This is an optimization exercise on Yosys and OpenROAD, whose aim is small area, not a production implementation.
Where RTL was checked, it was by simulation tests only, not by an equivalence proof against the original.
Only the layout flow was run in run 1; the RTL was not checked for function there.
Power is estimated from default activity; no workload was simulated.

--- flow/run.sh ---
#!/bin/bash
# synth_recipe.tcl (not shown) runs the flow's synth.tcl, then flattens the netlist and writes it again
# the make line also repeats each setting of config.mk as NAME=value (left out here)
make -C /OpenROAD-flow-scripts/flow DESIGN_CONFIG=/design/flow/config.mk WORK_HOME=/design/flow/orfs CLKGATE_MAP_FILE= SYNTH_SCRIPT=/design/flow/synth_recipe.tcl finish
--- flow/config.mk ---
export PLATFORM = sky130hd
export DESIGN_NAME = flight_core
export DESIGN_NICKNAME = flight_core
export VERILOG_FILES = /design/flow/design.v
export SDC_FILE = /design/flow/constraint.sdc
export NUM_CORES = 4
export LEC_CHECK = 0
export CAP_MARGIN = 20
export CORE_MARGIN = 2
export CORE_UTILIZATION = 40
export CTS_BUF_LIST = sky130_fd_sc_hd__clkbuf_4
export PLACE_DENSITY = 0.6
export SLEW_MARGIN = 20
export SYNTH_HIERARCHICAL = 1
export SYNTH_MINIMUM_KEEP_SIZE = 0
--- flow/constraint.sdc ---
create_clock -name core_clock -period 10.0 [get_ports {clk}]
set_input_delay 2.0000 -clock core_clock [delete_from_list [all_inputs] [get_ports {clk}]]
set_output_delay 2.0000 -clock core_clock [all_outputs]
set_load 0.01 [all_outputs]
--- flow/design.v ---
`default_nettype none
package fc_pkg;
  typedef logic [10:0] rc_value_t;
  typedef logic signed [15:0] gyro_rate_t;
  typedef logic [10:0] motor_cmd_t;
endpackage
module fc_fa (
  input  logic a,
  input  logic b,
  input  logic ci,
  output logic s,
  output logic co
);
  assign s  = a ^ b ^ ci;
  assign co = (a & b) | (ci & (a ^ b));
endmodule
module fc_ha (
  input  logic a,
  input  logic b,
  output logic s,
  output logic co
);
  assign s  = a ^ b;
  assign co = a & b;
endmodule
`default_nettype wire
`timescale 1ns/1ps
`default_nettype none
module fc_scale (
  input  logic [10:0] v,
  output logic [10:0] u
);
  logic [10:0] c;
  assign c[0] = v[2] & v[0];
  for (genvar i = 0; i < 8; i++) begin : g_fa
    fc_fa i_fa (.a(v[i+1]), .b(v[i+3]), .ci(c[i]), .s(u[i]), .co(c[i+1]));
  end
  fc_ha i_ha8 (.a(v[9]),  .b(c[8]), .s(u[8]), .co(c[9]));
  fc_ha i_ha9 (.a(v[10]), .b(c[9]), .s(u[9]), .co(c[10]));
  assign u[10] = c[10];
endmodule
module fc_term (
  input  logic [15:0] g,
  input  logic [10:0] u,
  output logic [16:0] t
);
  logic [16:0] c;
  fc_ha i_ha0 (.a(g[0]), .b(u[0]), .s(t[0]), .co(c[1]));
  for (genvar i = 1; i < 11; i++) begin : g_fa
    fc_fa i_fa (.a(g[i]), .b(u[i]), .ci(c[i]), .s(t[i]), .co(c[i+1]));
  end
  for (genvar i = 11; i < 16; i++) begin : g_ha
    fc_ha i_ha (.a(g[i]), .b(c[i]), .s(t[i]), .co(c[i+1]));
  end
  assign t[16] = g[15] ^ c[16];
endmodule
module fc_add18 (
  input  logic [17:0] a,
  input  logic [17:0] b,
  input  logic        ci,
  output logic [17:0] s
);
  logic [17:0] c;
  assign c[0] = ci;
  for (genvar i = 0; i < 17; i++) begin : g_fa
    fc_fa i_fa (.a(a[i]), .b(b[i]), .ci(c[i]), .s(s[i]), .co(c[i+1]));
  end
  assign s[17] = a[17] ^ b[17] ^ c[17];
endmodule
module fc_rate_loop (
  input  logic               clk,
  input  logic               reset,
  input  logic               arm,
  input  logic               rc_valid,
  input  logic [10:0]        rc_throttle,
  input  logic [10:0]        rc_roll,
  input  logic [10:0]        rc_pitch,
  input  logic [10:0]        rc_yaw,
  input  logic               gyro_valid,
  input  logic [15:0]        gyro_roll,
  input  logic [15:0]        gyro_pitch,
  input  logic [15:0]        gyro_yaw,
  output logic               cmd_valid,
  output logic [3:0][10:0]   cmd
);
  logic [10:0] u_t, u_r, u_p, u_y;
  logic [10:0] sp_t, sp_r, sp_p, sp_y;
  fc_scale i_scale_t (.v(rc_throttle), .u(u_t));
  fc_scale i_scale_r (.v(rc_roll),     .u(u_r));
  fc_scale i_scale_p (.v(rc_pitch),    .u(u_p));
  fc_scale i_scale_y (.v(rc_yaw),      .u(u_y));
  always_ff @(posedge clk) begin
    if (reset) begin
      sp_t <= 11'd120;
      sp_r <= 11'd620;
      sp_p <= 11'd620;
      sp_y <= 11'd620;
    end else if (rc_valid) begin
      sp_t <= u_t;
      sp_r <= u_r;
      sp_p <= u_p;
      sp_y <= u_y;
    end
  end
  logic [1:0] gyro_cnt;
  logic       trigger;
  assign trigger = gyro_valid && (gyro_cnt == 2'd3);
  always_ff @(posedge clk) begin
    if (reset)           gyro_cnt <= '0;
    else if (gyro_valid) gyro_cnt <= gyro_cnt + 1'b1;
  end
  logic [2:0] state;
  always_ff @(posedge clk) begin
    if (reset) state <= 3'd0;
    else begin
      case (state)
        3'd0:    if (trigger) state <= 3'd1;
        3'd1:    state <= 3'd2;
        3'd2:    state <= 3'd3;
        3'd3:    state <= 3'd4;
        default: state <= 3'd0;
      endcase
    end
  end
  logic [47:0] rq;
  logic [16:0] ta, tb, tnc, tc, tna;
  logic [17:0] pd, qd, x2, nx1, y3, x4;
  fc_term i_term_a (.g(rq[15:0]),  .u(sp_r), .t(ta));
  fc_term i_term_b (.g(rq[31:16]), .u(sp_p), .t(tb));
  fc_term i_term_c (.g(rq[47:32]), .u(sp_y), .t(tnc));    
  assign tc  = ~tnc;
  assign tna = ~ta;
  fc_add18 i_pd  (.a({tb[16], tb}),   .b({tc[16], tc}),   .ci(1'b0), .s(pd));    
  fc_add18 i_qd  (.a({tb[16], tb}),   .b({tnc[16], tnc}), .ci(1'b1), .s(qd));    
  fc_add18 i_x2  (.a({ta[16], ta}),   .b(pd),             .ci(1'b0), .s(x2));    
  fc_add18 i_nx1 (.a({tna[16], tna}), .b(pd),             .ci(1'b0), .s(nx1));   
  fc_add18 i_y3  (.a({ta[16], ta}),   .b(qd),             .ci(1'b0), .s(y3));    
  fc_add18 i_x4  (.a(qd),             .b({tna[16], tna}), .ci(1'b1), .s(x4));    
  function automatic logic [11:0] sat_mix(input logic [17:0] x);
    logic lo, hi;
    lo = (&x[17:11]) & (x[10] | x[9]);
    hi = ~(|x[17:12]) & ~(x[11] & (x[10] | x[9]));
    if (lo | hi)    sat_mix = x[11:0];
    else if (x[17]) sat_mix = 12'hA00;
    else            sat_mix = 12'h9FF;
  endfunction
  function automatic logic [11:0] sat_mix3(input logic [17:0] x);
    if (~(|x[17:12]))  sat_mix3 = x[11:0];
    else if (x[17])    sat_mix3 = 12'h000;
    else               sat_mix3 = 12'hFFF;
  endfunction
  logic [10:0] thr_q;
  logic        arm_q;
  always_ff @(posedge clk) begin
    if (trigger && state == 3'd0) begin
      rq <= {~gyro_yaw, gyro_pitch, gyro_roll};
    end else if (state == 3'd1) begin
      rq <= {sat_mix(x4), ~sat_mix3(y3), sat_mix(x2), sat_mix(~nx1)};
    end
    if (state == 3'd2) thr_q <= sp_t;
    if (state == 3'd3) arm_q <= arm;
  end
  logic [11:0] k;
  assign k = 12'({1'b0, thr_q} + 12'hF10);
  logic [11:0] k3;
  assign k3 = 12'({k[11], k} + 13'd2481);
  logic [3:0][12:0] msum;
  for (genvar m = 0; m < 4; m++) begin : g_mot
    logic [11:0] z, ka;
    logic [12:0] c;
    assign z  = rq[m*12 +: 12];
    assign ka = (m == 2) ? k3 : k;
    assign c[0] = 1'b0;
    for (genvar i = 0; i < 12; i++) begin : g_fa
      fc_fa i_fa (.a(ka[i]), .b(z[i]), .ci(c[i]), .s(msum[m][i]), .co(c[i+1]));
    end
    if (m == 2) begin : g_s3
      assign msum[m][12] = ~c[12];
    end else begin : g_s
      assign msum[m][12] = ka[11] ^ (z[11] & (z[10] | z[9])) ^ c[12];
    end
    assign cmd[m] = {11{arm_q & ~msum[m][12]}} & ({11{msum[m][11]}} | msum[m][10:0]);
  end
  assign cmd_valid = (state == 3'd4);
endmodule
`default_nettype wire
`timescale 1ns/1ps
`default_nettype none
module fc_command_buffer (
  input  logic              clk,
  input  logic              reset,
  input  logic              cmd_valid,
  input  logic [3:0][10:0]  cmd,
  output logic              frame_valid,
  output logic [3:0][10:0]  frames,
  input  logic              frame_take
);
  always_ff @(posedge clk) begin
    if (reset)           frame_valid <= 1'b0;
    else if (cmd_valid)  frame_valid <= 1'b1;
    else if (frame_take) frame_valid <= 1'b0;
  end
  always_ff @(posedge clk) begin
    if (cmd_valid) frames <= cmd;
  end
endmodule
`default_nettype wire
`timescale 1ns/1ps
`default_nettype none
module dshot_tx (
  input  logic              clk,
  input  logic              reset,
  input  logic              frame_valid,
  input  logic [3:0][10:0]  frames,
  output logic              frame_take,
  output logic [3:0]        motor_out
);
  logic [7:0]        cnt;
  logic [3:0][10:0]  cmd_q;
  logic              idle, data;
  assign idle = cnt[7] & cnt[4];
  assign data = ~cnt[7];
  assign frame_take = idle && frame_valid;
  always_ff @(posedge clk) begin
    if (reset)     cnt <= 8'd144;
    else if (idle) cnt <= frame_valid ? 8'd0 : 8'd144;
    else           cnt <= cnt + 1'b1;
  end
  always_ff @(posedge clk) begin
    if (frame_take) cmd_q <= frames;
  end
  logic [3:0] pos;
  logic [2:0] tick;
  assign pos  = cnt[6:3];
  assign tick = cnt[2:0];
  logic [1:0] hi, lo;
  assign hi = pos[3:2];
  assign lo = pos[1:0];
  always_comb begin
    for (int l = 0; l < 4; l++) begin
      logic g0, g1, g2, b;
      case (lo)
        2'd0: begin g0 = cmd_q[l][10]; g1 = cmd_q[l][6]; g2 = cmd_q[l][2]; end
        2'd1: begin g0 = cmd_q[l][9];  g1 = cmd_q[l][5]; g2 = cmd_q[l][1]; end
        2'd2: begin g0 = cmd_q[l][8];  g1 = cmd_q[l][4]; g2 = cmd_q[l][0]; end
        default: begin g0 = cmd_q[l][7]; g1 = cmd_q[l][3]; g2 = 1'b0; end
      endcase
      case (hi)
        2'd0:    b = g0;
        2'd1:    b = g1;
        2'd2:    b = g2;
        default: b = g0 ^ g1 ^ g2;
      endcase
      motor_out[l] = data && (tick < (b ? 3'd6 : 3'd3));
    end
  end
endmodule
`default_nettype wire
`timescale 1ns/1ps
`default_nettype none
module flight_core (
  input  logic               clk,
  input  logic               reset,
  input  logic               arm,
  input  logic               rc_valid,
  input  logic [10:0]        rc_throttle,
  input  logic [10:0]        rc_roll,
  input  logic [10:0]        rc_pitch,
  input  logic [10:0]        rc_yaw,
  input  logic               gyro_valid,
  input  logic [15:0]        gyro_roll,
  input  logic [15:0]        gyro_pitch,
  input  logic [15:0]        gyro_yaw,
  output logic               motor_1,
  output logic               motor_2,
  output logic               motor_3,
  output logic               motor_4
);
  logic [3:0]        motor_out;
  logic              cmd_valid;
  logic [3:0][10:0]  cmd;
  logic              frame_valid;
  logic [3:0][10:0]  frames;
  logic              frame_take;
  fc_rate_loop i_rate_loop (
    .clk (clk), .reset (reset), .arm (arm),
    .rc_valid (rc_valid), .rc_throttle (rc_throttle), .rc_roll (rc_roll),
    .rc_pitch (rc_pitch), .rc_yaw (rc_yaw),
    .gyro_valid (gyro_valid), .gyro_roll (gyro_roll), .gyro_pitch (gyro_pitch),
    .gyro_yaw (gyro_yaw),
    .cmd_valid (cmd_valid), .cmd (cmd)
  );
  fc_command_buffer i_command_buffer (
    .clk (clk), .reset (reset),
    .cmd_valid (cmd_valid), .cmd (cmd),
    .frame_valid (frame_valid), .frames (frames), .frame_take (frame_take)
  );
  dshot_tx i_dshot_tx (
    .clk (clk), .reset (reset),
    .frame_valid (frame_valid), .frames (frames),
    .frame_take (frame_take), .motor_out (motor_out)
  );
  assign motor_1 = motor_out[0];
  assign motor_2 = motor_out[1];
  assign motor_3 = motor_out[2];
  assign motor_4 = motor_out[3];
endmodule
`default_nettype wire
==> results of run 1 <==
[critical path: cells and delay by family (launching register included)]
| kind | cells | cell delay [ns] |
|---|---|---|
| adders and majority gates | 19 | 7.68 |
| and+or+nand+nor | 3 | 0.48 |
| DFF | 1 | 0.47 |
| buffers and inverters | 3 | 0.44 |
| xor gates and xnor gates | 1 | 0.28 |
| AOI/OAI and AO/OA | 2 | 0.23 |
[power breakdown]
part	total, uW	internal [uW]	switching, uW
logic	1690	766	924
clock network	726	362	364
registers	1010	978	31.8
[per-module statistics from Yosys (local to each module, per instance), a selection]
module             cells  cell area (sq um)
fc_rate_loop         588               5400
fc_fa                  1               20.0
fc_term                1               8.76
dshot_tx             152               2330
fc_add18               1               23.8
fc_command_buffer     48               1360
fc_ha                  1               12.5
fc_scale               2               13.8
[cell usage after synthesis, drive strengths merged (11+ instances only)]
master  number
dfxtp       58
o21ai       34
ha          35
nand2       45
a21oi       29
nor2b       24
nand3       18
edfxtp     148
nor3        11
fa         212
clkbuf      18
inv         44
xnor2       20
buf         29
mux2i       32
a211o       24
nor2       152
[how the worst min path moves through the flow]
stage                                           start              endpoint  slack [ns]  depth (start not counted)
final                     i_command_buffer.frames[38]  i_dshot_tx.cmd_q[38]        0.41                          0
after detailed placement  i_command_buffer.frames[14]  i_dshot_tx.cmd_q[14]        0.40                          0
after global routing      i_command_buffer.frames[38]  i_dshot_tx.cmd_q[38]        0.40                          0
after floorplan            i_command_buffer.frames[0]   i_dshot_tx.cmd_q[0]        0.40                          0
after CTS                 i_command_buffer.frames[38]  i_dshot_tx.cmd_q[38]        0.41                          0
after global placement    i_command_buffer.frames[14]  i_dshot_tx.cmd_q[14]        0.40                          0
[layout make-up]
type / instances / area [sq um]
diodes: 1 / 2.50
clock buffers: 77 / 578
clock inverters: 27 / 120
fillers: 3129 / 18200
inverters: 44 / 165
multi-input cells: 754 / 8010
flip-flops and latches: 206 / 5610
well taps: 455 / 569
repair buffers: 116 / 1130
[cells by family (layout without fill, tap and decap cells)]
| group | count (synthesis) | count (layout) |
|---|---|---|
| and+or+nand+nor | 294 | 294 |
| adders and majority gates | 247 | 247 |
| DFF | 206 | 206 |
| AOI/OAI and AO/OA | 129 | 129 |
| buffers and inverters | 91 | 264 |
| muxes | 40 | 40 |
| xor gates and xnor gates | 34 | 34 |
| other | 2 | 11 |
[flip-flops by register name (all words and copies together), names as in the netlist]
signal	flops
i_command_buffer.frame_valid	1
i_command_buffer.frames	44
i_dshot_tx.cmd_q	44
i_dshot_tx.cnt	8
i_rate_loop.arm_q	1
i_rate_loop.gyro_cnt	2
i_rate_loop.rq	48
i_rate_loop.sp_p	11
i_rate_loop.sp_r	11
i_rate_loop.sp_t	11
i_rate_loop.sp_y	11
i_rate_loop.state	3
i_rate_loop.thr_q	11
[metal layers]
layer	wire (um)	GRT usage [%]	vias up
met5	0	0	-
met4	1200	7.01	0
met3	1800	3.96	65
met2	16500	32.8	248
met1	13500	23.7	4163
li1	-	-	3901
[per-stage QoR]
step	total power, uW	setup WS [ns]	hold WS, ns	instances
CTS	3390	0.0529	0.410	1675
global route	3700	-0.0200	0.404	1680
detailed placement	2640	-0.114	0.405	1571
global placement	2650	0.105	0.405	1571
finish	3430	0.269	0.407	1680
floorplan	2090	0.570	0.400	1051
[what timing repair did]
action | 4_1_cts | 5_1_grt
hold buffers | 0 | 0
pin swaps | 0 | 6
setup buffers | 0 | 3
gates cloned | 0 | 1
setup endpoints to repair | 9 | 33
resized for setup | 1 | 37
==> results.ini, run 1 <==
[critical_path]
critPathArrivalTime_ns = 10.26
worst_setup_path_end_kind = flop
r2r_end = i_rate_loop.rq[18]
start_kind = flop
reg2reg_from = i_rate_loop.rq[32]
r2r_slack_ns = 0.27
critPathCapture = i_rate_loop.rq[18]
crit_slowest_cell = fa_1
critPathMaxStageDelay_ns = 0.55
worstRegToRegCells = 28
crit_path_frequent_cell = fa_1
worstPathRequired_ns = 10.52
crit_type = flop to flop
startpoint = i_rate_loop.rq[32]
crit_path_max_fanout = 5

[place]
io_buffers = 100
place_congestion = 0.913
dp_hpwl_mm = 26.8
place_area_sq_um = 15300

[sta]
clock_skew_ns = 0.0383
setup_viol = 0
worst_pin_slew_ns = 1.03
fin_tns_setup_ns = 0
hold_violations = 0
fin_crit_ns = 9.73
maxClockFrequency_ghz = 0.103
fin_crit_sh_pct = 97.3
slew_headroom_pct = 30.7
final-max-slew-violation-count = 0

[routing]
routed_wl_mm = 33.0
dr.pass1.iters = 5
drc_errors = 0
ant_nets = 0
post_drt_via_cell_ratio = 4.99
routedWlPerCell_um = 19.6
drtIter0Drc = 439
num_vias = 8377

[layout]
layout_common_cells = fa_1 (188), nor2_1 (152), edfxtp_1 (148)
drive_gt1_share_pct = 13.2
area_growth_pct = 16.6
layout_commonest_cell = fa_1
final_nets = 1522
final_cell_area_sq_um = 16200
utilization_pct = 47.1

[global_route]
antenna_found_initial = 1
grt.total_usage_pct = 19.1
grt_overflow = 0
grt_max_degree = 64
grt_pass1_vias = 9126
grt_pass1_wl_mm = 51.3

[yosys]
ys_ff_latch = 206
synth-compound-area-share_pct = 6.38
ys.flop_type = edfxtp_1
synthTopCellsByArea = edfxtp_1 (32%), fa_1 (31%), dfxtp_1 (8.4%)
synth-edff-count = 148
synth_top_family_by_area = adder cells
synthDistinctLibCells = 55
synth.avg_cell_area_sq_um = 13.3
yosysWarnings = 9
synth_adder_area_share_pct = 33.7
synth_top_area_cell = edfxtp_1
synth_xor_area_share_pct = 2.80
synthMuxAreaShare_pct = 3.61
syn_inst = 1043
synthSimpleGateAreaFrac_pct = 9.82
synth_area_sq_um = 13900
synth_seq_area_share_pct = 40.4
synth.top_cell.area_share_pct = 32.0
async_reset_ff_share_pct = 0

[cts]
cts-buffers-inserted = 56
cts.sinks = 206
htreeDepth = 2
cts_tree = built
clkLatencyLatePin_ns = 0.70
clk_pin_slew_ns = 0.07
cts_root_buf = clkbuf_4
clockBufferDepth = 3

[die]
coreArea_sq_um = 34400
rows = 68
start_util_pct = 40.4
die_h_um = 190
fp.dieArea_sq_um = 36200
io_pins = 101
die_w_um = 190

[status]
run_status = finished clean

[pwr]
p_leak_uw = 0.00611
powerDensity_nw_per_um2 = 212
ir_drop_uv = 118

[flow_run]
drv_cap = 0

[worst_hold_path]
hp-class = flop to flop

==> run 2, diff against run 1 <==
--- a/flow/design.v
+++ b/flow/design.v
@@ -235,21 +235,9 @@
   assign tick = cnt[2:0];
-  logic [1:0] hi, lo;
-  assign hi = pos[3:2];
-  assign lo = pos[1:0];
   always_comb begin
     for (int l = 0; l < 4; l++) begin
-      logic g0, g1, g2, b;
-      case (lo)
-        2'd0: begin g0 = cmd_q[l][10]; g1 = cmd_q[l][6]; g2 = cmd_q[l][2]; end
-        2'd1: begin g0 = cmd_q[l][9];  g1 = cmd_q[l][5]; g2 = cmd_q[l][1]; end
-        2'd2: begin g0 = cmd_q[l][8];  g1 = cmd_q[l][4]; g2 = cmd_q[l][0]; end
-        default: begin g0 = cmd_q[l][7]; g1 = cmd_q[l][3]; g2 = 1'b0; end
-      endcase
-      case (hi)
-        2'd0:    b = g0;
-        2'd1:    b = g1;
-        2'd2:    b = g2;
-        default: b = g0 ^ g1 ^ g2;
-      endcase
-      motor_out[l] = data && (tick < (b ? 3'd6 : 3'd3));
+      logic [15:0] f;
+      logic [11:0] x;
+      x = {cmd_q[l], 1'b0};
+      f = {x, x[11:8] ^ x[7:4] ^ x[3:0]};
+      motor_out[l] = data && (tick < (f[4'd15 - pos] ? 3'd6 : 3'd3));
     end
--- a/flow/config.mk
+++ b/flow/config.mk
@@ -10,3 +10,2 @@
 export CORE_UTILIZATION = 40
-export CTS_BUF_LIST = sky130_fd_sc_hd__clkbuf_4
 export PLACE_DENSITY = 0.6
==> results.ini, run 2 <==
[critical_path]
crit_slowest_cell = fa_2  ; was fa_1
crit_type = flop to flop  ; unchanged
worst_setup_path_end_kind = flop  ; unchanged
start_kind = flop  ; unchanged
crit_path_frequent_cell = fa_1  ; unchanged
worstPathRequired_ns = 10.35  ; was 10.52 ns
critPathMaxStageDelay_ns = 0.57  ; was 0.55 ns
path_buf_inv = 1  ; was 3
critPathArrivalTime_ns = 10.04  ; was 10.26 ns
cpLargestDelayFamily = adder cells  ; unchanged
crit_path_max_fanout = 9  ; was 5

[yosys]
syn_inst = 1066  ; was 1043
synth_top_area_cell = edfxtp_1  ; unchanged
synthTopCellsByArea = edfxtp_1 (31%), fa_1 (30%), dfxtp_1 (8.2%)  ; was edfxtp_1 (32%), fa_1 (31%), dfxtp_1 (8.4%)
ys_ff_latch = 206  ; unchanged
yosysWarnings = 9  ; unchanged
yosysMostFrequentCell = fa_1  ; unchanged
synth_seq_area_share_pct = 39.4  ; was 40.4%
synthDistinctLibCells = 57  ; was 55
synth_area_sq_um = 14200  ; was 13900 sq um
synth.avg_cell_area_sq_um = 13.3  ; about the same
synth-edff-count = 148  ; unchanged
synth.top_cells.by_count = fa_1 (212), nor2_1 (151), edfxtp_1 (148)  ; was fa_1 (212), nor2_1 (152), edfxtp_1 (148)
async_reset_ff_share_pct = 0  ; unchanged
ys.flop_type = edfxtp_1  ; unchanged
synth.top_cell.area_share_pct = 31.2  ; was 32.0%

[cts]
ctsHoldBuffers = 0  ; unchanged
cts_root_buf = clkbuf_16  ; was clkbuf_4
cts-buffers-inserted = 24  ; was 56
clkLatencyLatePin_ns = 0.53  ; was 0.70 ns
clockBufferDepth = 3  ; unchanged
cts_tree = built  ; unchanged
htreeDepth = 1  ; was 2
cts.sinks = 206  ; unchanged
clk_pin_slew_ns = 0.06  ; was 0.07 ns

[die]
start_util_pct = 40.3  ; was 40.4%
rows = 69  ; was 68
die_h_um = 193  ; was 190 um
die_w_um = 193  ; was 190 um
fp.dieArea_sq_um = 37100  ; was 36200 sq um
io_pins = 101  ; unchanged
coreArea_sq_um = 35300  ; was 34400 sq um

[sta]
setup_ws_ns = 0.310  ; was 0.269 ns
worst_pin_slew_ns = 1.17  ; was 1.03 ns
slew_headroom_pct = 21.5  ; was 30.7%
maxClockFrequency_ghz = 0.103  ; about the same
fin_crit_sh_pct = 96.9  ; was 97.3%
hold_slack_ns = 0.416  ; was 0.407 ns
setup_viol = 0  ; unchanged
fin_tns_setup_ns = 0  ; unchanged
rsz0062_at_grt = false
clock_skew_ns = 0.0242  ; was 0.0383 ns
fin_crit_ns = 9.69  ; was 9.73 ns
hold_violations = 0  ; unchanged
final-max-slew-violation-count = 0  ; unchanged

[layout]
layout_commonest_cell = fa_1  ; unchanged
final_cell_area_sq_um = 16600  ; was 16200 sq um
reg.largest.list = i_rate_loop.rq x48, i_command_buffer.frames x44, i_dshot_tx.cmd_q x44  ; unchanged
layout_common_cells = fa_1 (187), nor2_1 (151), edfxtp_1 (148)  ; was fa_1 (188), nor2_1 (152), edfxtp_1 (148)
drive_gt1_share_pct = 9.70  ; was 13.2%
largest_register_ffs = 48  ; unchanged
max_flop_register = i_rate_loop.rq  ; unchanged
final_nets = 1511  ; was 1522
area_growth_pct = 16.6  ; about the same
fillers = 3159  ; was 3129
diodes = 0  ; was 1

[worst_hold_path]
hp-class = flop to flop  ; unchanged

[pwr]
powerDensity_nw_per_um2 = 216  ; was 212 nW/um^2
p_leak_uw = 0.00628  ; was 0.00611 uW
ir_drop_uv = 170  ; was 118 uV

[place]
io_buffers = 100  ; unchanged
dpl_worst_slack_ns = -0.0815  ; was -0.114 ns
dp_hpwl_mm = 27.5  ; was 26.8 mm
place_congestion = 0.913  ; about the same
place_area_sq_um = 15700  ; was 15300 sq um

[routing]
ant_nets = 0  ; unchanged
post_drt_via_cell_ratio = 5.01  ; was 4.99
num_vias = 8252  ; was 8377
routedWlPerCell_um = 19.9  ; was 19.6 um
dr.pass1.iters = 5  ; unchanged
drc_errors = 0  ; unchanged
drtIter0Drc = 387  ; was 439
routed_wl_mm = 32.8  ; was 33.0 mm

[global_route]
grt.total_usage_pct = 18.5  ; was 19.1%
grt_pass1_wl_mm = 50.6  ; was 51.3 mm
antenna_found_initial = 0  ; was 1
grt_pass1_vias = 8796  ; was 9126
grt_overflow = 0  ; unchanged
grt_max_degree = 64  ; unchanged

[flow_run]
drv_cap = 0  ; unchanged

[status]
run_status = finished clean  ; unchanged

## run 2: cell types whose count changed in the layout (fill, tap and decap cells not counted), moves of 8 or more
cell and change:
clkbuf_16 +24, xnor3_1 +12, mux2i_1 +10, nand2_1 +8
clkinv_1 -12, clkbuf_4 -77
## run 2: where the power goes
part           internal [uW]  total, uW  switching [uW]
combinational            778       1710             931
sequential               978       1010            32.1
clock                    499        861             362
## run 2: modules after synthesis, one instance, submodules excluded, excerpt
module | cell area [sq um] | copies in the design | flip-flops and latches | cells inside
fc_command_buffer | 1360 | 1 | 45 | 48
fc_scale | 13.8 | 4 | 0 | 2
fc_rate_loop | 5400 | 1 | 109 | 588
fc_fa | 20.0 | 212 | 0 | 1
fc_term | 8.76 | 3 | 0 | 1
fc_ha | 12.5 | 26 | 0 | 1
dshot_tx | 2680 | 1 | 52 | 175
fc_add18 | 23.8 | 6 | 0 | 1
## run 2: final timing paths
path	startpoint	endpoint	slack, ns	cells past startpoint
min	i_command_buffer.frames[7]	i_dshot_tx.cmd_q[7]	0.42	0
max	i_rate_loop.rq[32]	i_rate_loop.rq[44]	0.31	26
min reg2reg	i_command_buffer.frames[7]	i_dshot_tx.cmd_q[7]	0.42	0
max reg2reg	i_rate_loop.rq[32]	i_rate_loop.rq[44]	0.31	26
## run 2: logic make-up (layout without fill, tap and decap cells)
kind of cell	after synthesis	after routing	synth area share [%]
xor gates and xnor gates	50	50	4.87
other	2	10	0.0528
and+or+nand+nor	290	290	9.20
AOI/OAI and AO/OA	123	123	5.77
DFF	206	206	39.4
buffers and inverters	94	205	3.26
muxes	54	54	4.54
adders and majority gates	247	247	32.9
## run 2: timing repair
| action | CTS | global route |
|---|---|---|
| gates cloned | 0 | 0 |
| resized for setup | 1 | 31 |
| setup endpoints to repair | 9 | 36 |
| hold endpoints to repair | 0 | 0 |
| setup buffers | 0 | 1 |
| pin swaps | 0 | 9 |
## run 2: through the flow
stage                     power, uW  utilization, %  cells
after floorplan                2090               -   1074
after global placement         2660            44.4   1601
after detailed placement       2660            44.4   1601
after CTS                      3550            46.7   1645
after global routing           3810            47.0   1646
final                          3580            47.0   1646
## run 2: layer usage
layer	up-vias	part of all wire [%]	wire (um)	global-route usage, %
li1	3849	-	-	-
met1	4122	43	14000	24.0
met2	224	49	16000	31.7
met3	57	5.1	1670	2.82
met4	0	3.6	1190	6.49
met5	-	0	0	0
## run 2: layout make-up
type	count	area (sq um)	area share, %
clock buffer	27	612	3.69
sequential	206	5610	33.8
multi-input combinational	774	8310	50.1
tap	461	577	3.48
timing repair buffer	116	1140	6.86
inverter	45	169	1.02
clock inverter	17	174	1.05
==> run 3, diff against run 2 <==
--- a/flow/design.v
+++ b/flow/design.v
@@ -91,15 +91,14 @@
   fc_scale i_scale_y (.v(rc_yaw),      .u(u_y));
+  localparam logic [43:0] SP_RST = {11'd620, 11'd620, 11'd620, 11'd120};
+  logic [43:0] sp_q, sp_u;
+  logic        sp_ld, sp_hold;
+  assign sp_u    = {u_y, u_p, u_r, u_t};
+  assign sp_ld   = ~reset & rc_valid;
+  assign sp_hold = ~reset & ~rc_valid;
   always_ff @(posedge clk) begin
-    if (reset) begin
-      sp_t <= 11'd120;
-      sp_r <= 11'd620;
-      sp_p <= 11'd620;
-      sp_y <= 11'd620;
-    end else if (rc_valid) begin
-      sp_t <= u_t;
-      sp_r <= u_r;
-      sp_p <= u_p;
-      sp_y <= u_y;
+    for (int i = 0; i < 44; i++) begin
+      sp_q[i] <= (sp_ld & sp_u[i]) | (sp_hold & sp_q[i]) | (reset & SP_RST[i]);
     end
   end
+  assign {sp_y, sp_p, sp_r, sp_t} = sp_q;
   logic [1:0] gyro_cnt;
@@ -138,3 +137,12 @@
   fc_add18 i_x4  (.a(qd),             .b({tna[16], tna}), .ci(1'b1), .s(x4));    
-  function automatic logic [11:0] sat_mix(input logic [17:0] x);
+  logic        ld_g, ld_x;
+  assign ld_g = trigger && state == 3'd0;
+  assign ld_x = state == 3'd1;
+  function automatic logic [11:0] mix_bits(input logic sel_x, input logic sel_hi,
+                                           input logic sel_lo, input logic [11:0] x,
+                                           input logic [11:0] hi_v, input logic [11:0] lo_v);
+    for (int i = 0; i < 12; i++)
+      mix_bits[i] = (sel_x & x[i]) | (sel_hi & hi_v[i]) | (sel_lo & lo_v[i]);
+  endfunction
+  function automatic logic [2:0] win(input logic [17:0] x);
     logic lo, hi;
@@ -142,11 +150,21 @@
     hi = ~(|x[17:12]) & ~(x[11] & (x[10] | x[9]));
-    if (lo | hi)    sat_mix = x[11:0];
-    else if (x[17]) sat_mix = 12'hA00;
-    else            sat_mix = 12'h9FF;
-  endfunction
-  function automatic logic [11:0] sat_mix3(input logic [17:0] x);
-    if (~(|x[17:12]))  sat_mix3 = x[11:0];
-    else if (x[17])    sat_mix3 = 12'h000;
-    else               sat_mix3 = 12'hFFF;
+    win = {lo | hi, x[17], ~x[17]};
   endfunction
+  logic [17:0] x1;
+  logic [2:0]  w1, w2, w4;
+  logic        in3;
+  assign x1  = ~nx1;
+  assign w1  = win(x1);
+  assign w2  = win(x2);
+  assign w4  = win(x4);
+  assign in3 = ~(|y3[17:12]);
+  logic [47:0] rq_d;
+  assign rq_d[11:0]  = mix_bits(ld_x & w1[2], ld_x & ~w1[2] & w1[0], ld_x & ~w1[2] & w1[1],
+                                x1[11:0], 12'h9FF, 12'hA00);
+  assign rq_d[23:12] = mix_bits(ld_x & w2[2], ld_x & ~w2[2] & w2[0], ld_x & ~w2[2] & w2[1],
+                                x2[11:0], 12'h9FF, 12'hA00);
+  assign rq_d[35:24] = mix_bits(ld_x & in3, ld_x & ~in3 & ~y3[17], ld_x & ~in3 & y3[17],
+                                ~y3[11:0], 12'h000, 12'hFFF);
+  assign rq_d[47:36] = mix_bits(ld_x & w4[2], ld_x & ~w4[2] & w4[0], ld_x & ~w4[2] & w4[1],
+                                x4[11:0], 12'h9FF, 12'hA00);
   logic [10:0] thr_q;
@@ -154,6 +172,4 @@
   always_ff @(posedge clk) begin
-    if (trigger && state == 3'd0) begin
-      rq <= {~gyro_yaw, gyro_pitch, gyro_roll};
-    end else if (state == 3'd1) begin
-      rq <= {sat_mix(x4), ~sat_mix3(y3), sat_mix(x2), sat_mix(~nx1)};
+    if (ld_g | ld_x) begin
+      rq <= ({48{ld_g}} & {~gyro_yaw, gyro_pitch, gyro_roll}) | rq_d;
     end
@@ -235,9 +251,21 @@
   assign tick = cnt[2:0];
+  logic [1:0] hi, lo;
+  assign hi = pos[3:2];
+  assign lo = pos[1:0];
   always_comb begin
     for (int l = 0; l < 4; l++) begin
-      logic [15:0] f;
-      logic [11:0] x;
-      x = {cmd_q[l], 1'b0};
-      f = {x, x[11:8] ^ x[7:4] ^ x[3:0]};
-      motor_out[l] = data && (tick < (f[4'd15 - pos] ? 3'd6 : 3'd3));
+      logic g0, g1, g2, b;
+      case (lo)
+        2'd0: begin g0 = cmd_q[l][10]; g1 = cmd_q[l][6]; g2 = cmd_q[l][2]; end
+        2'd1: begin g0 = cmd_q[l][9];  g1 = cmd_q[l][5]; g2 = cmd_q[l][1]; end
+        2'd2: begin g0 = cmd_q[l][8];  g1 = cmd_q[l][4]; g2 = cmd_q[l][0]; end
+        default: begin g0 = cmd_q[l][7]; g1 = cmd_q[l][3]; g2 = 1'b0; end
+      endcase
+      case (hi)
+        2'd0:    b = g0;
+        2'd1:    b = g1;
+        2'd2:    b = g2;
+        default: b = g0 ^ g1 ^ g2;
+      endcase
+      motor_out[l] = data && (tick < (b ? 3'd6 : 3'd3));
     end
--- a/flow/config.mk
+++ b/flow/config.mk
@@ -10,2 +10,5 @@
 export CORE_UTILIZATION = 40
+export CTS_BUF_LIST = sky130_fd_sc_hd__clkbuf_8
+export CTS_CLUSTER_DIAMETER = 60
+export CTS_CLUSTER_SIZE = 16
 export PLACE_DENSITY = 0.6
==> results.ini, run 3 <==
[place]
dp_hpwl_mm = 27.7  ; was 27.5 mm
io_buffers = 100  ; unchanged
placed_cells = 1564  ; was 1601
place_congestion = 0.899  ; was 0.913

[global_route]
antenna_found_initial = 0  ; unchanged
grt_pass1_vias = 8790  ; was 8796
grt_overflow = 0  ; unchanged
grt_pass1_wl_mm = 51.8  ; was 50.6 mm
grt_max_degree = 64  ; unchanged
grt.total_usage_pct = 19.4  ; was 18.5%

[routing]
routedWlPerCell_um = 20.9  ; was 19.9 um
routed_wl_mm = 33.5  ; was 32.8 mm
ant_nets = 0  ; unchanged
drtIter0Drc = 485  ; was 387
num_vias = 8130  ; was 8252
drc_errors = 0  ; unchanged
post_drt_via_cell_ratio = 5.07  ; was 5.01
dr.pass1.iters = 5  ; unchanged

[die]
coreArea_sq_um = 34300  ; was 35300 sq um
rows = 68  ; was 69
start_util_pct = 40.3  ; about the same
die_w_um = 190  ; was 193 um
die_h_um = 190  ; was 193 um
fp.dieArea_sq_um = 36100  ; was 37100 sq um
io_pins = 101  ; unchanged

[layout]
area_growth_pct = 16.5  ; was 16.6%
layout_commonest_cell = fa_1  ; unchanged
max_flop_register = i_rate_loop.rq  ; unchanged
diodes = 0  ; unchanged
largest_register_ffs = 48  ; unchanged
layout_common_cells = fa_1 (178), edfxtp_1 (148), nor2_1 (130)  ; was fa_1 (187), nor2_1 (151), edfxtp_1 (148)
drive_gt1_share_pct = 12.7  ; was 9.70%
final_nets = 1478  ; was 1511
stdcell_count = 1605  ; was 1646
utilization_pct = 47.0  ; about the same

[critical_path]
worstPathRequired_ns = 10.28  ; was 10.35 ns
cpLargestDelayFamily = adder cells  ; unchanged
crit_slowest_cell = fa_2  ; unchanged
critPathMaxStageDelay_ns = 0.59  ; was 0.57 ns
reg2reg_from = i_rate_loop.rq[32]  ; unchanged
crit_type = flop to flop  ; unchanged
critPathArrivalTime_ns = 10.03  ; was 10.04 ns
start_kind = flop  ; unchanged
worst_setup_path_end_kind = flop  ; unchanged
crit_path_max_fanout = 9  ; unchanged
crit_path_frequent_cell = fa_1  ; unchanged
path_buf_inv = 1  ; unchanged
startpoint = i_rate_loop.rq[32]  ; unchanged

[flow_run]
drv_cap = 0  ; unchanged

[sta]
fin_crit_sh_pct = 97.5  ; was 96.9%
clock_skew_ns = 0.0269  ; was 0.0242 ns
maxClockFrequency_ghz = 0.103  ; about the same
rsz0062_at_grt = false  ; unchanged
hold_violations = 0  ; unchanged
fin_crit_ns = 9.75  ; was 9.69 ns
setup_viol = 0  ; unchanged
worst_pin_slew_ns = 0.992  ; was 1.17 ns
final-max-slew-violation-count = 0  ; unchanged
slew_headroom_pct = 33.9  ; was 21.5%

[yosys]
yosysMostFrequentCell = fa_1  ; unchanged
synth_area_sq_um = 13800  ; was 14200 sq um
synth-edff-count = 148  ; unchanged
synthTopCellsByArea = edfxtp_1 (32%), fa_1 (31%), dfxtp_1 (8.4%)  ; was edfxtp_1 (31%), fa_1 (30%), dfxtp_1 (8.2%)
yosysWarnings = 9  ; unchanged
ys_ff_latch = 206  ; unchanged
synth.avg_cell_area_sq_um = 13.7  ; was 13.3 sq um
synth.top_cells.by_count = fa_1 (212), edfxtp_1 (148), nor2_1 (130)  ; was fa_1 (212), nor2_1 (151), edfxtp_1 (148)
ys.flop_type = edfxtp_1  ; unchanged
synthDistinctLibCells = 68  ; was 57
synth_seq_area_share_pct = 40.5  ; was 39.4%
syn_inst = 1010  ; was 1066
synth.top_cell.area_share_pct = 32.1  ; was 31.2%
synth_top_area_cell = edfxtp_1  ; unchanged
async_reset_ff_share_pct = 0  ; unchanged

[cts]
clk_pin_slew_ns = 0.09  ; was 0.06 ns
clkLatencyLatePin_ns = 0.56  ; was 0.53 ns
cts_tree = built  ; unchanged
cts-buffers-inserted = 22  ; was 24
clockBufferDepth = 3  ; unchanged
cts.sinks = 206  ; unchanged
ctsHoldBuffers = 0  ; unchanged
cts_root_buf = clkbuf_8  ; was clkbuf_16
htreeDepth = 1  ; unchanged

[pwr]
ir_drop_uv = 118  ; was 170 uV
p_leak_uw = 0.00601  ; was 0.00628 uW
powerDensity_nw_per_um2 = 192  ; was 216 nW/um^2

[worst_hold_path]
min_from = i_command_buffer.frames[11]  ; was i_command_buffer.frames[7]
hp-class = flop to flop  ; unchanged

[status]
run_status = finished clean  ; unchanged

==> run 3: cell count changes in the layout (fill, tap and decap cells not counted), sizes merged, moves of 5 or more <==
| cell | delta |
|---|---|
| xnor2 | -5 |
| nor2 | -20 |
| nand2 | -18 |
| o21ai | -14 |
| or4 | +5 |
| a21oi | -21 |
| o211ai | +9 |
| mux2i | -11 |
| xnor3 | -12 |
| buf | +22 |
| a221o | +9 |
| nand3 | -5 |
==> run 3: area by class of cell <==
cell class | count | area (sq um)
fill | 3066 | 18200
multi-input combinational | 724 | 7990
sequential | 206 | 5610
timing repair buffer | 138 | 1290
tap | 455 | 569
clock buffer | 23 | 317
clock inverter | 17 | 175
inverter | 42 | 158
==> run 3: routing by layer <==
layer,GRT usage (%),vias up,share of wire [%]
met3,3.49,65,4.9
met1,24.1,4052,40
met2,33.9,238,50
li1,-,3775,-
met4,6.95,0,4.2
met5,0,-,0
==> run 3: stage by stage <==
step	area [sq um]	hold WS [ns]	worst slack [ns]	TNS (ns)	total power [uW]
2_1_floorplan	13900	0.400	0.515	0	1800
3_3_place_gp	15500	0.404	-0.0246	-0.269	2430
3_5_place_dp	15500	0.405	-0.155	-2.26	2430
4_1_cts	16000	0.425	0.00441	0	3070
5_1_grt	16100	0.425	0.00315	0	3280
6_report	16100	0.420	0.253	0	3090
==> run 3: power by group <==
group | leakage (uW) | internal [uW] | total, uW | switching [uW]
registers | 0.00182 | 934 | 959 | 25.2
logic | 0.00393 | 707 | 1520 | 817
clock network | 0.000252 | 281 | 609 | 328
==> run 3: Yosys stat by module (local to each module, per instance), excerpt <==
module / cells inside / copies in the design
fc_add18: 1 / 6
fc_scale: 2 / 4
fc_command_buffer: 48 / 1
fc_ha: 1 / 26
dshot_tx: 152 / 1
fc_rate_loop: 555 / 1
fc_fa: 1 / 212
fc_term: 1 / 3
==> run 3: cells by family after synthesis <==
logic type               count (synthesis)  synth area share (%)
adder cells (fa/ha/maj)                247                  33.9
AND/OR/NAND/NOR                        270                  9.36
other                                    2                0.0543
AO/OA/AOI/OAI                          126                  7.05
buffers and inverters                   88                  2.92
XOR/XNOR                                32                  2.68
multiplexers                            39                  3.55
flip-flops                             206                  40.5
==> run 3: path summary, 6_finish.rpt <==
path              slack [ns]  cells past startpoint              endpoint
setup / recovery        0.25                     26    i_rate_loop.rq[12]
hold / removal          0.42                      0  i_dshot_tx.cmd_q[11]
setup reg to reg        0.25                     26    i_rate_loop.rq[12]
hold reg to reg         0.42                      0  i_dshot_tx.cmd_q[11]
==> run 3: repair_timing <==
action | 4_1_cts | 5_1_grt
cloned | 0 | 0
pin swaps | 0 | 3
endpoints found under the hold margin | 0 | 0
endpoints found under the setup margin | 21 | 34
setup buffers | 1 | 0
gates resized for setup | 15 | 26
==> run 4, diff against run 3 <==
==> flow/flow/run.sh (new file) <==
#!/bin/bash
# The standard layout, with the smallest buffer on the ports and a clock
# tree of small buffers without dummy loads. The make output goes to
# flow_make.log here; every tool's own log stays under orfs/logs.
set -euo pipefail
CTS="-sink_clustering_enable -repair_clock_nets -buf_list sky130_fd_sc_hd__clkbuf_4 -sink_clustering_size 12 -sink_clustering_max_diameter 60 -dont_use_dummy_load"
bash standard.sh \
  "BUFFER_PORTS_ARGS=-buffer_cell sky130_fd_sc_hd__buf_1" \
  "CTS_ARGS=$CTS" \
  finish > flow_make.log 2>&1
==> flow/standard.sh (new file) <==
#!/bin/bash
# synth_recipe.tcl (not shown) runs the flow's synth.tcl, then flattens the netlist and writes it again
# the make line also repeats each setting of config.mk as NAME=value (left out here)
make -C /OpenROAD-flow-scripts/flow DESIGN_CONFIG=/design/flow/config.mk WORK_HOME=/design/flow/orfs CLKGATE_MAP_FILE= SYNTH_SCRIPT=/design/flow/synth_recipe.tcl "${@:-finish}"
--- a/flow/config.mk
+++ b/flow/config.mk
@@ -10,5 +10,2 @@
 export CORE_UTILIZATION = 40
-export CTS_BUF_LIST = sky130_fd_sc_hd__clkbuf_8
-export CTS_CLUSTER_DIAMETER = 60
-export CTS_CLUSTER_SIZE = 16
 export PLACE_DENSITY = 0.6
removed: flow/run.sh
==> results.ini, run 4 <==
[sta]
fin_crit_sh_pct = 97.8  ; was 97.5%
maxClockFrequency_ghz = 0.102  ; was 0.103 GHz
setup_viol = 0  ; unchanged
clock_skew_ns = 0.0663  ; was 0.0269 ns
hold_violations = 0  ; unchanged
worst_pin_slew_ns = 0.990  ; was 0.992 ns
fin_crit_ns = 9.78  ; was 9.75 ns
slew_headroom_pct = 34.0  ; was 33.9%
final-max-slew-violation-count = 0  ; unchanged
hold_slack_ns = 0.377  ; was 0.420 ns

[global_route]
antenna_found_initial = 2  ; was 0
grt.total_usage_pct = 18.7  ; was 19.4%
grt_overflow = 0  ; unchanged
grt_pass1_wl_mm = 50.5  ; was 51.8 mm
grt_max_degree = 64  ; unchanged
grt_pass1_vias = 8735  ; was 8790

[cts]
cts.sinks = 206  ; unchanged
cts_root_buf = clkbuf_4  ; was clkbuf_8
clockBufferDepth = 3  ; unchanged
cts_tree = built  ; unchanged
clkLatencyLatePin_ns = 0.68  ; was 0.56 ns
clk_pin_slew_ns = 0.12  ; was 0.09 ns
cts-buffers-inserted = 25  ; was 22
htreeDepth = 1  ; unchanged

[status]
run_status = finished clean  ; unchanged

[routing]
drtIter0Drc = 369  ; was 485
num_vias = 8082  ; was 8130
drc_errors = 0  ; unchanged
maxUsedRoutingLayer = met5  ; was met4
dr.pass1.iters = 4  ; was 5
wl_met1_mm = 13.0  ; was 13.6 mm
routedWlPerCell_um = 20.7  ; was 20.9 um
post_drt_via_cell_ratio = 5.14  ; was 5.07
routed_wl_mm = 32.5  ; was 33.5 mm
dr_wl_met2_mm = 15.9  ; was 16.9 mm
dr_wl_met3_mm = 1.82  ; was 1.64 mm
ant_nets = 0  ; unchanged

[place]
dp_hpwl_mm = 27.0  ; was 27.7 mm
place_congestion = 0.940  ; was 0.899
placed_cells = 1547  ; was 1564
io_buffers = 100  ; unchanged

[layout]
stdcell_count = 1573  ; was 1605
drive_gt1_share_pct = 10.8  ; was 12.7%
fillers = 3150  ; was 3066
max_flop_register = i_rate_loop.rq  ; unchanged
largest_register_ffs = 48  ; unchanged
layout_common_cells = fa_1 (176), edfxtp_1 (148), nor2_1 (130)  ; was fa_1 (178), edfxtp_1 (148), nor2_1 (130)
final_nets = 1463  ; was 1478
area_growth_pct = 8.93  ; was 16.5%
layout_commonest_cell = fa_1  ; unchanged

[yosys]
synth_area_sq_um = 13800  ; unchanged
synth.top_cells.by_count = fa_1 (212), edfxtp_1 (148), nor2_1 (130)  ; unchanged
syn_inst = 1010  ; unchanged
ys.flop_type = edfxtp_1  ; unchanged
synth_seq_area_share_pct = 40.5  ; unchanged
yosysWarnings = 9  ; unchanged
synthTopCellsByArea = edfxtp_1 (32%), fa_1 (31%), dfxtp_1 (8.4%)  ; unchanged
synth.avg_cell_area_sq_um = 13.7  ; unchanged
synthDistinctLibCells = 68  ; unchanged
synth.top_cell.area_share_pct = 32.1  ; unchanged
yosysMostFrequentCell = fa_1  ; unchanged
synth_top_area_cell = edfxtp_1  ; unchanged
async_reset_ff_share_pct = 0  ; unchanged
synth-edff-count = 148  ; unchanged
ys_ff_latch = 206  ; unchanged

[critical_path]
worstPathRequired_ns = 10.39  ; was 10.28 ns
critPathArrivalTime_ns = 10.17  ; was 10.03 ns
path_buf_inv = 1  ; unchanged
worst_setup_path_end_kind = flop  ; unchanged
critPathMaxStageDelay_ns = 0.59  ; about the same
start_kind = flop  ; unchanged
crit_type = flop to flop  ; unchanged
crit_path_max_fanout = 9  ; unchanged
crit_path_frequent_cell = fa_1  ; unchanged
crit_slowest_cell = fa_2  ; unchanged
cpLargestDelayFamily = adder cells  ; unchanged

[die]
die_h_um = 190  ; unchanged
rows = 68  ; unchanged
coreArea_sq_um = 34300  ; unchanged
io_pins = 101  ; unchanged
start_util_pct = 40.3  ; unchanged
fp.dieArea_sq_um = 36100  ; unchanged
die_w_um = 190  ; unchanged

[pwr]
p_leak_uw = 0.00551  ; was 0.00601 uW
power_uw = 2760  ; was 3090 uW
ir_drop_uv = 109  ; was 118 uV
powerDensity_nw_per_um2 = 183  ; was 192 nW/um^2

[worst_hold_path]
hp-class = flop to flop  ; unchanged

[flow_run]
drv_cap = 0  ; unchanged

[run 4: cell counts after synthesis]
Identical to the previous run, type by type.
[run 4: Yosys stat by module, one instance, submodules excluded, excerpt]
module / copies in the design / flip-flops and latches / area [sq um] / cells
fc_rate_loop: 1 / 109 / 5350 / 555
fc_term: 3 / 0 / 8.76 / 1
fc_ha: 26 / 0 / 12.5 / 1
dshot_tx: 1 / 52 / 2330 / 152
fc_fa: 212 / 0 / 20.0 / 1
fc_add18: 6 / 0 / 23.8 / 1
fc_scale: 4 / 0 / 13.8 / 2
fc_command_buffer: 1 / 45 / 1360 / 48
[run 4: logic make-up after synthesis]
| logic type | after synthesis | share of synthesized area [%] |
|---|---|---|
| adders and majority gates | 247 | 33.9 |
| muxes | 39 | 3.55 |
| other | 2 | 0.0543 |
| xor gates and xnor gates | 32 | 2.68 |
| DFF | 206 | 40.5 |
| and+or+nand+nor | 270 | 9.36 |
| buffers and inverters | 88 | 2.92 |
| AOI/OAI and AO/OA | 126 | 7.05 |
[run 4: cell type report]
| cell class | instances | area [sq um] | share of cell area, % |
|---|---|---|---|
| repair buffers | 120 | 541 | 3.59 |
| inverters | 42 | 158 | 1.05 |
| flip-flops and latches | 206 | 5610 | 37.2 |
| diodes | 1 | 2.50 | 0.0166 |
| well taps | 455 | 569 | 3.78 |
| multi-input cells | 724 | 8000 | 53.1 |
| clock buffers | 25 | 188 | 1.25 |
[run 4: per-stage QoR]
step / utilization [%] / TNS, ns / setup slack (ns) / instance area, sq um
2_1_floorplan: - / 0 / 0.515 / 13900
3_3_place_gp: 43.0 / -0.414 / -0.0478 / 14700
3_5_place_dp: 43.0 / -1.77 / -0.184 / 14700
4_1_cts: 43.7 / 0 / 0.0171 / 15000
5_1_grt: 43.9 / -0.0115 / -0.00951 / 15100
6_report: 43.9 / 0 / 0.220 / 15100
[run 4: per-layer routing]
metal / track usage (%) / up-vias
met4: 9.06 / 2
met5: 0 / -
met3: 3.97 / 86
li1: - / 3735
met1: 22.9 / 4013
met2: 31.7 / 246
[run 4: worst paths after layout]
| kind | startpoint | to | slack [ns] | depth (start not counted) |
|---|---|---|---|---|
| max | i_rate_loop.rq[32] | i_rate_loop.rq[15] | 0.22 | 26 |
| min | i_command_buffer.frames[37] | i_dshot_tx.cmd_q[37] | 0.38 | 0 |
| min reg2reg | i_command_buffer.frames[37] | i_dshot_tx.cmd_q[37] | 0.38 | 0 |
| max reg2reg | i_rate_loop.rq[32] | i_rate_loop.rq[15] | 0.22 | 26 |
[run 4: power by group]
| group | leakage [uW] | switching [uW] | internal (uW) |
|---|---|---|---|
| Sequential | 0.00182 | 24.5 | 934 |
| Combinational | 0.00357 | 791 | 628 |
| Clock | 0.000115 | 263 | 114 |
| Total | 0.00551 | 1080 | 1680 |
[run 4: repair_timing]
item,in CTS,in global routing
setup buffers,0,0
pin swaps,0,1
resized for setup,14,29
hold buffers,0,0
setup endpoints to repair,10,41
==> run 5, diff against run 4 <==
--- a/flow/flow/run.sh
+++ b/flow/flow/run.sh
@@ -5,3 +5,3 @@
 set -euo pipefail
-CTS="-sink_clustering_enable -repair_clock_nets -buf_list sky130_fd_sc_hd__clkbuf_4 -sink_clustering_size 12 -sink_clustering_max_diameter 60 -dont_use_dummy_load"
+CTS="-sink_clustering_enable -repair_clock_nets -buf_list sky130_fd_sc_hd__clkbuf_4 -sink_clustering_size 10 -sink_clustering_max_diameter 50 -dont_use_dummy_load"
 bash standard.sh \
==> results.ini, run 5 <==
[yosys]
async_reset_ff_share_pct = 0  ; unchanged
synth-edff-count = 148  ; unchanged
syn_inst = 1010  ; unchanged
synthTopCellsByArea = edfxtp_1 (32%), fa_1 (31%), dfxtp_1 (8.4%)  ; unchanged
synth.avg_cell_area_sq_um = 13.7  ; unchanged
yosysMostFrequentCell = fa_1  ; unchanged
yosysWarnings = 9  ; unchanged
synthDistinctLibCells = 68  ; unchanged
ys.flop_type = edfxtp_1  ; unchanged
synth.top_cells.by_count = fa_1 (212), edfxtp_1 (148), nor2_1 (130)  ; unchanged
synth_seq_area_share_pct = 40.5  ; unchanged
synth_top_area_cell = edfxtp_1  ; unchanged
synth_area_sq_um = 13800  ; unchanged
ys_ff_latch = 206  ; unchanged
synth.top_cell.area_share_pct = 32.1  ; unchanged

[global_route]
grt.total_usage_pct = 18.8  ; was 18.7%
grt_overflow = 0  ; unchanged
antenna_found_initial = 1  ; was 2
grt_max_degree = 64  ; unchanged
grt_pass1_wl_mm = 50.4  ; was 50.5 mm
grt_pass1_vias = 8740  ; was 8735

[sta]
setup_ws_ns = 0.222  ; was 0.220 ns
hold_violations = 0  ; unchanged
fin_crit_ns = 9.78  ; about the same
maxClockFrequency_ghz = 0.102  ; about the same
slew_headroom_pct = 33.8  ; was 34.0%
fin_crit_sh_pct = 97.8  ; about the same
setup_viol = 0  ; unchanged
hold_slack_ns = 0.400  ; was 0.377 ns
final-max-slew-violation-count = 0  ; unchanged
clock_skew_ns = 0.120  ; was 0.0663 ns
rsz0062_at_grt = false
worst_pin_slew_ns = 0.994  ; was 0.990 ns

[place]
dp_hpwl_mm = 27.0  ; unchanged
io_buffers = 100  ; unchanged
place_congestion = 0.940  ; unchanged
dpl_worst_slack_ns = -0.184  ; unchanged
placed_cells = 1547  ; unchanged

[die]
coreArea_sq_um = 34300  ; unchanged
io_pins = 101  ; unchanged
rows = 68  ; unchanged
fp.dieArea_sq_um = 36100  ; unchanged
die_h_um = 190  ; unchanged
start_util_pct = 40.3  ; unchanged
die_w_um = 190  ; unchanged

[routing]
num_vias = 8136  ; was 8082
ant_nets = 0  ; unchanged
routedWlPerCell_um = 20.6  ; was 20.7 um
post_drt_via_cell_ratio = 5.15  ; was 5.14
dr.pass1.iters = 5  ; was 4
routed_wl_mm = 32.6  ; was 32.5 mm
drc_errors = 0  ; unchanged
drtIter0Drc = 394  ; was 369

[cts]
htreeDepth = 1  ; unchanged
cts.sinks = 206  ; unchanged
clockBufferDepth = 3  ; unchanged
ctsHoldBuffers = 0  ; unchanged
clk_pin_slew_ns = 0.11  ; was 0.12 ns
cts-buffers-inserted = 30  ; was 25
clkLatencyLatePin_ns = 0.74  ; was 0.68 ns
cts_root_buf = clkbuf_4  ; unchanged
cts_tree = built  ; unchanged

[pwr]
p_leak_uw = 0.00554  ; was 0.00551 uW
powerDensity_nw_per_um2 = 184  ; was 183 nW/um^2
power_uw = 2790  ; was 2760 uW
ir_drop_uv = 102  ; was 109 uV

[critical_path]
crit_path_max_fanout = 12  ; was 9
start_kind = flop  ; unchanged
crit_type = flop to flop  ; unchanged
crit_chain = ha_4, fa_2, fa_1, fa_2, fa_1, buf_4, fa_1, fa_1, fa_1, fa_1, fa_1, fa_1, fa_1, fa_1, fa_1, fa_1, fa_1, fa_1, fa_1, fa_1, xor3_1, nor2_1, nand3_1, o21ai_0
critPathMaxStageDelay_ns = 0.61  ; was 0.59 ns
worst_setup_path_end_kind = flop  ; unchanged
reg2reg_from = i_rate_loop.rq[32]  ; unchanged
worstPathRequired_ns = 10.48  ; was 10.39 ns
crit_slowest_cell = fa_2  ; unchanged
worstRegToRegCells = 24  ; was 26
crit_path_frequent_cell = fa_1  ; unchanged
critPathArrivalTime_ns = 10.26  ; was 10.17 ns
startpoint = i_rate_loop.rq[32]  ; unchanged

[layout]
max_flop_register = i_rate_loop.rq  ; unchanged
largest_register_ffs = 48  ; unchanged
layout_common_cells = fa_1 (173), edfxtp_1 (148), nor2_1 (130)  ; was fa_1 (176), edfxtp_1 (148), nor2_1 (130)
drive_gt1_share_pct = 11.6  ; was 10.8%
stdcell_count = 1579  ; was 1573
layout_commonest_cell = fa_1  ; unchanged
final_nets = 1469  ; was 1463
area_growth_pct = 9.28  ; was 8.93%

[flow_run]
drv_cap = 0  ; unchanged

[worst_hold_path]
whs_path_depth = 0  ; unchanged
min_from = i_rate_loop.sp_q[3]  ; was i_command_buffer.frames[37]
hp-class = flop to flop  ; unchanged

[status]
run_status = finished clean  ; unchanged

## run 5: cell counts after synthesis
Identical to the previous run, type by type.
## run 5: metrics by stage
| stage | utilization, % | instance area [sq um] | setup TNS (ns) |
|---|---|---|---|
| floorplan | - | 13900 | 0 |
| global placement | 43.0 | 14700 | -0.414 |
| detailed placement | 43.0 | 14700 | -1.77 |
| CTS | 43.8 | 15000 | 0 |
| global route | 44.1 | 15100 | 0 |
| finish | 44.1 | 15100 | 0 |
## run 5: cells by family after synthesis
logic type / share of synthesized area [%]
and+or+nand+nor: 9.36
adders and majority gates: 33.9
DFF: 40.5
AOI/OAI and AO/OA: 7.05
buffers and inverters: 2.92
muxes: 3.55
xor gates and xnor gates: 2.68
other: 0.0543
## run 5: per-module statistics from Yosys (local to each module, per instance), a selection
module / cells inside / cell area [sq um]
fc_rate_loop: 555 / 5350
dshot_tx: 152 / 2330
fc_command_buffer: 48 / 1360
fc_add18: 1 / 23.8
fc_fa: 1 / 20.0
fc_scale: 2 / 13.8
fc_ha: 1 / 12.5
fc_term: 1 / 8.76
## run 5: routing by layer
metal	global-route usage [%]	share of wire [%]	routed length, um	vias to the layer above
met4	9.39	5.5	1780	0
met5	0	0	0	-
met1	22.9	39	12900	4063
li1	-	-	-	3751
met3	3.76	5.8	1880	78
met2	31.9	49	16100	244
## run 5: area by class of cell
type | count | area (sq um)
Antenna cell | 1 | 2.50
Fill cell | 3166 | 19200
Timing Repair Buffer | 121 | 548
Multi-Input combinational cell | 724 | 8000
Tap cell | 455 | 569
Sequential cell | 206 | 5610
Clock buffer | 30 | 225
Inverter | 42 | 158
## run 5: critical path: cells and delay by family, from the launching register on
| family | cells | cell delay (ns) |
|---|---|---|
| AND/OR/NAND/NOR | 2 | 0.51 |
| buffers and inverters | 1 | 0.17 |
| AO/OA/AOI/OAI | 1 | 0.40 |
| flip-flops | 1 | 0.45 |
| adder cells (fa/ha/maj) | 19 | 7.78 |
| XOR/XNOR | 1 | 0.25 |
## run 5: where the power goes
part	switching (uW)	internal, uW
sequential	24.8	934
combinational	788	632
clock	271	136
## run 5: path summary, 6_finish.rpt
check | endpoint | slack [ns]
worst max-delay path | i_rate_loop.rq[29] | 0.22
worst max register to register | i_rate_loop.rq[29] | 0.22
worst min-delay path | i_rate_loop.thr_q[3] | 0.40
worst min register to register | i_rate_loop.thr_q[3] | 0.40
## run 5: what timing repair did
action | in CTS | in global routing
gates resized for setup | 13 | 33
setup buffers | 0 | 1
pin swaps | 0 | 2
endpoints found under the setup margin | 20 | 40
==> run 6, diff against run 5 <==
--- a/flow/design.v
+++ b/flow/design.v
@@ -56,6 +56,5 @@
 endmodule
-module fc_add18 (
+module fc_add18 #(parameter bit CI = 1'b0) (
   input  logic [17:0] a,
   input  logic [17:0] b,
-  input  logic        ci,
   output logic [17:0] s
@@ -63,4 +62,9 @@
   logic [17:0] c;
-  assign c[0] = ci;
-  for (genvar i = 0; i < 17; i++) begin : g_fa
+  if (CI) begin : g_ci
+    assign s[0] = ~(a[0] ^ b[0]);
+    assign c[1] = a[0] | b[0];
+  end else begin : g_noci
+    fc_ha i_ha0 (.a(a[0]), .b(b[0]), .s(s[0]), .co(c[1]));
+  end
+  for (genvar i = 1; i < 17; i++) begin : g_fa
     fc_fa i_fa (.a(a[i]), .b(b[i]), .ci(c[i]), .s(s[i]), .co(c[i+1]));
@@ -131,8 +135,8 @@
   assign tna = ~ta;
-  fc_add18 i_pd  (.a({tb[16], tb}),   .b({tc[16], tc}),   .ci(1'b0), .s(pd));    
-  fc_add18 i_qd  (.a({tb[16], tb}),   .b({tnc[16], tnc}), .ci(1'b1), .s(qd));    
-  fc_add18 i_x2  (.a({ta[16], ta}),   .b(pd),             .ci(1'b0), .s(x2));    
-  fc_add18 i_nx1 (.a({tna[16], tna}), .b(pd),             .ci(1'b0), .s(nx1));   
-  fc_add18 i_y3  (.a({ta[16], ta}),   .b(qd),             .ci(1'b0), .s(y3));    
-  fc_add18 i_x4  (.a(qd),             .b({tna[16], tna}), .ci(1'b1), .s(x4));    
+  fc_add18 #(.CI(1'b0)) i_pd (.a({tb[16], tb}),   .b({tc[16], tc}), .s(pd));    
+  fc_add18 #(.CI(1'b1)) i_qd (.a({tb[16], tb}),   .b({tnc[16], tnc}), .s(qd));    
+  fc_add18 #(.CI(1'b0)) i_x2 (.a({ta[16], ta}),   .b(pd), .s(x2));    
+  fc_add18 #(.CI(1'b0)) i_nx1 (.a({tna[16], tna}), .b(pd), .s(nx1));   
+  fc_add18 #(.CI(1'b0)) i_y3 (.a({ta[16], ta}),   .b(qd), .s(y3));    
+  fc_add18 #(.CI(1'b1)) i_x4 (.a(qd),             .b({tna[16], tna}), .s(x4));    
   logic        ld_g, ld_x;
--- a/flow/config.mk
+++ b/flow/config.mk
@@ -10,2 +10,3 @@
 export CORE_UTILIZATION = 40
+export GPL_TIMING_DRIVEN = 0
 export PLACE_DENSITY = 0.6
==> results.ini, run 6 <==
[flow_run]
drv_cap = 0  ; unchanged

[routing]
num_vias = 8337  ; was 8136
dr.pass1.iters = 5  ; unchanged
drtIter0Drc = 602  ; was 394
ant_nets = 0  ; unchanged

[yosys]
synth-edff-count = 148  ; unchanged
synth_seq_area_share_pct = 40.6  ; was 40.5%
ys.flop_type = edfxtp_1  ; unchanged
synth.avg_cell_area_sq_um = 13.6  ; was 13.7 sq um
yosysWarnings = 9  ; unchanged
syn_inst = 1017  ; was 1010
synthDistinctLibCells = 68  ; unchanged
synth.top_cells.by_count = fa_1 (206), edfxtp_1 (148), nor2_1 (130)  ; was fa_1 (212), edfxtp_1 (148), nor2_1 (130)
synth.top_cell.area_share_pct = 32.2  ; was 32.1%
yosysMostFrequentCell = fa_1  ; unchanged

[critical_path]
r2r_end = i_rate_loop.rq[16]  ; was i_rate_loop.rq[29]
critPathArrivalTime_ns = 10.27  ; was 10.26 ns
startpoint = i_rate_loop.rq[32]  ; unchanged
crit_path_max_fanout = 9  ; was 12
start_kind = flop  ; unchanged
crit_type = flop to flop  ; unchanged

[layout]
area_growth_pct = 10.4  ; was 9.28%
final_nets = 1504  ; was 1469
layout_common_cells = fa_1 (155), edfxtp_1 (148), nor2_1 (130)  ; was fa_1 (173), edfxtp_1 (148), nor2_1 (130)
max_flop_register = i_rate_loop.rq  ; unchanged

[global_route]
grt_pass1_wl_mm = 51.1  ; was 50.4 mm
antenna_found_initial = 1  ; unchanged
grt.total_usage_pct = 19.1  ; was 18.8%

[cts]
ctsHoldBuffers = 0  ; unchanged
cts-buffers-inserted = 30  ; unchanged
cts_root_buf = clkbuf_4  ; unchanged
clk_pin_slew_ns = 0.10  ; was 0.11 ns

[sta]
fin_crit_sh_pct = 98.1  ; was 97.8%
clock_skew_ns = 0.112  ; was 0.120 ns
maxClockFrequency_ghz = 0.102  ; about the same
hold_slack_ns = 0.378  ; was 0.400 ns
fin_tns_setup_ns = 0  ; unchanged
setup_viol = 0  ; unchanged
fin_crit_ns = 9.81  ; was 9.78 ns

[die]
rows = 68  ; unchanged
start_util_pct = 40.3  ; about the same
die_w_um = 190  ; about the same
die_h_um = 190  ; about the same
coreArea_sq_um = 34300  ; unchanged
fp.dieArea_sq_um = 36000  ; was 36100 sq um

[place]
io_buffers = 99  ; was 100
place_area_sq_um = 14800  ; was 14700 sq um

[pwr]
powerDensity_nw_per_um2 = 177  ; was 184 nW/um^2

[status]
run_status = finished clean  ; unchanged

-- run 6: layout make-up --
type	count	area [sq um]	share of cell area [%]
timing repair buffer	109	463	3.04
clock buffer	30	225	1.48
buffer	45	243	1.59
tap	455	569	3.73
antenna	2	5.00	0.0328
sequential	206	5610	36.8
multi-input combinational	718	7950	52.1
inverter	50	188	1.23
-- run 6: worst min-delay path by stage --
stage	from	to	slack [ns]
final	i_command_buffer.frames[37]	i_dshot_tx.cmd_q[37]	0.38
after global routing	i_command_buffer.frames[37]	i_dshot_tx.cmd_q[37]	0.39
after detailed placement	i_command_buffer.frames[20]	i_dshot_tx.cmd_q[20]	0.40
after global placement	i_command_buffer.frames[30]	i_dshot_tx.cmd_q[30]	0.40
after CTS	i_command_buffer.frames[37]	i_dshot_tx.cmd_q[37]	0.38
after floorplan	i_command_buffer.frames[0]	i_dshot_tx.cmd_q[0]	0.40
-- run 6: power breakdown --
part	total [uW]	switching, uW	internal, uW
clock	401	265	136
sequential	957	23.8	934
combinational	1340	735	606
total	2700	1020	1680
-- run 6: timing repair --
| item | in CTS | in global routing |
|---|---|---|
| setup endpoints to repair | 32 | 32 |
| pin swaps | 0 | 9 |
| buffers inserted | 3 | 1 |
| gates resized for setup | 20 | 38 |
| endpoints found under the hold margin | 0 | 0 |
-- run 6: worst max-delay path: stages, from the launching register on --
cell,delay [ns]
edfxtp_1,0.40
ha_1,0.22
fa_2,0.58
inv_1,0.07
fa_1,0.38
fa_2,0.35
fa_1,0.42
fa_2,0.36
fa_1,0.51
fa_1,0.44
fa_2,0.38
fa_1,0.40
fa_1,0.40
fa_1,0.40
fa_2,0.39
fa_1,0.41
fa_1,0.41
fa_2,0.36
fa_1,0.39
fa_1,0.39
fa_1,0.38
xor3_2,0.24
or4_4,0.54
nor2_2,0.12
a21o_2,0.17
a211oi_4,0.12
a221o_2,0.33
-- run 6: modules after synthesis (local to each module, per instance), excerpt --
| module | flip-flops and latches | times used | area, sq um |
|---|---|---|---|
| dshot_tx | 52 | 1 | 2330 |
| fc_command_buffer | 45 | 1 | 1360 |
| fc_rate_loop | 109 | 1 | 5350 |
| fc_ha | 0 | 30 | 12.5 |
| fc_fa | 0 | 206 | 20.0 |
| fc_scale | 0 | 4 | 13.8 |
| fc_term | 0 | 3 | 8.76 |
-- run 6: logic make-up after synthesis --
kind of cell,Yosys count,share of synthesized area (%)
AOI/OAI and AO/OA,126,7.06
xor gates and xnor gates,32,2.68
adders and majority gates,247,33.6
buffers and inverters,96,3.14
DFF,206,40.6
muxes,39,3.55
other,1,0.0272
and+or+nand+nor,270,9.37
-- run 6: metal layers --
metal  GRT usage (%)  vias to the layer above  wire length, um
met5               0                        -                0
met4            6.80                        0             1430
met3            3.49                       70             2210
met2            32.4                      274            16000
met1            24.7                     4165            13500
li1                -                     3828                -
-- run 6: through the flow --
stage	worst slack (ns)	cells
floorplan	0.515	1020
global placement	-0.231	1574
detailed placement	-0.355	1580
CTS	0.000555	1612
global route	-0.00680	1615
finish	0.191	1615

Re-timed with assumed drivers on the ports (clkbuf_16 on the clock, buf_2 on other inputs), run 6 has 0.191 ns of setup slack against 0.191 ns with ideal ports, and 0.191 ns once port delays also move by the mid clock arrival of 0.698 ns.
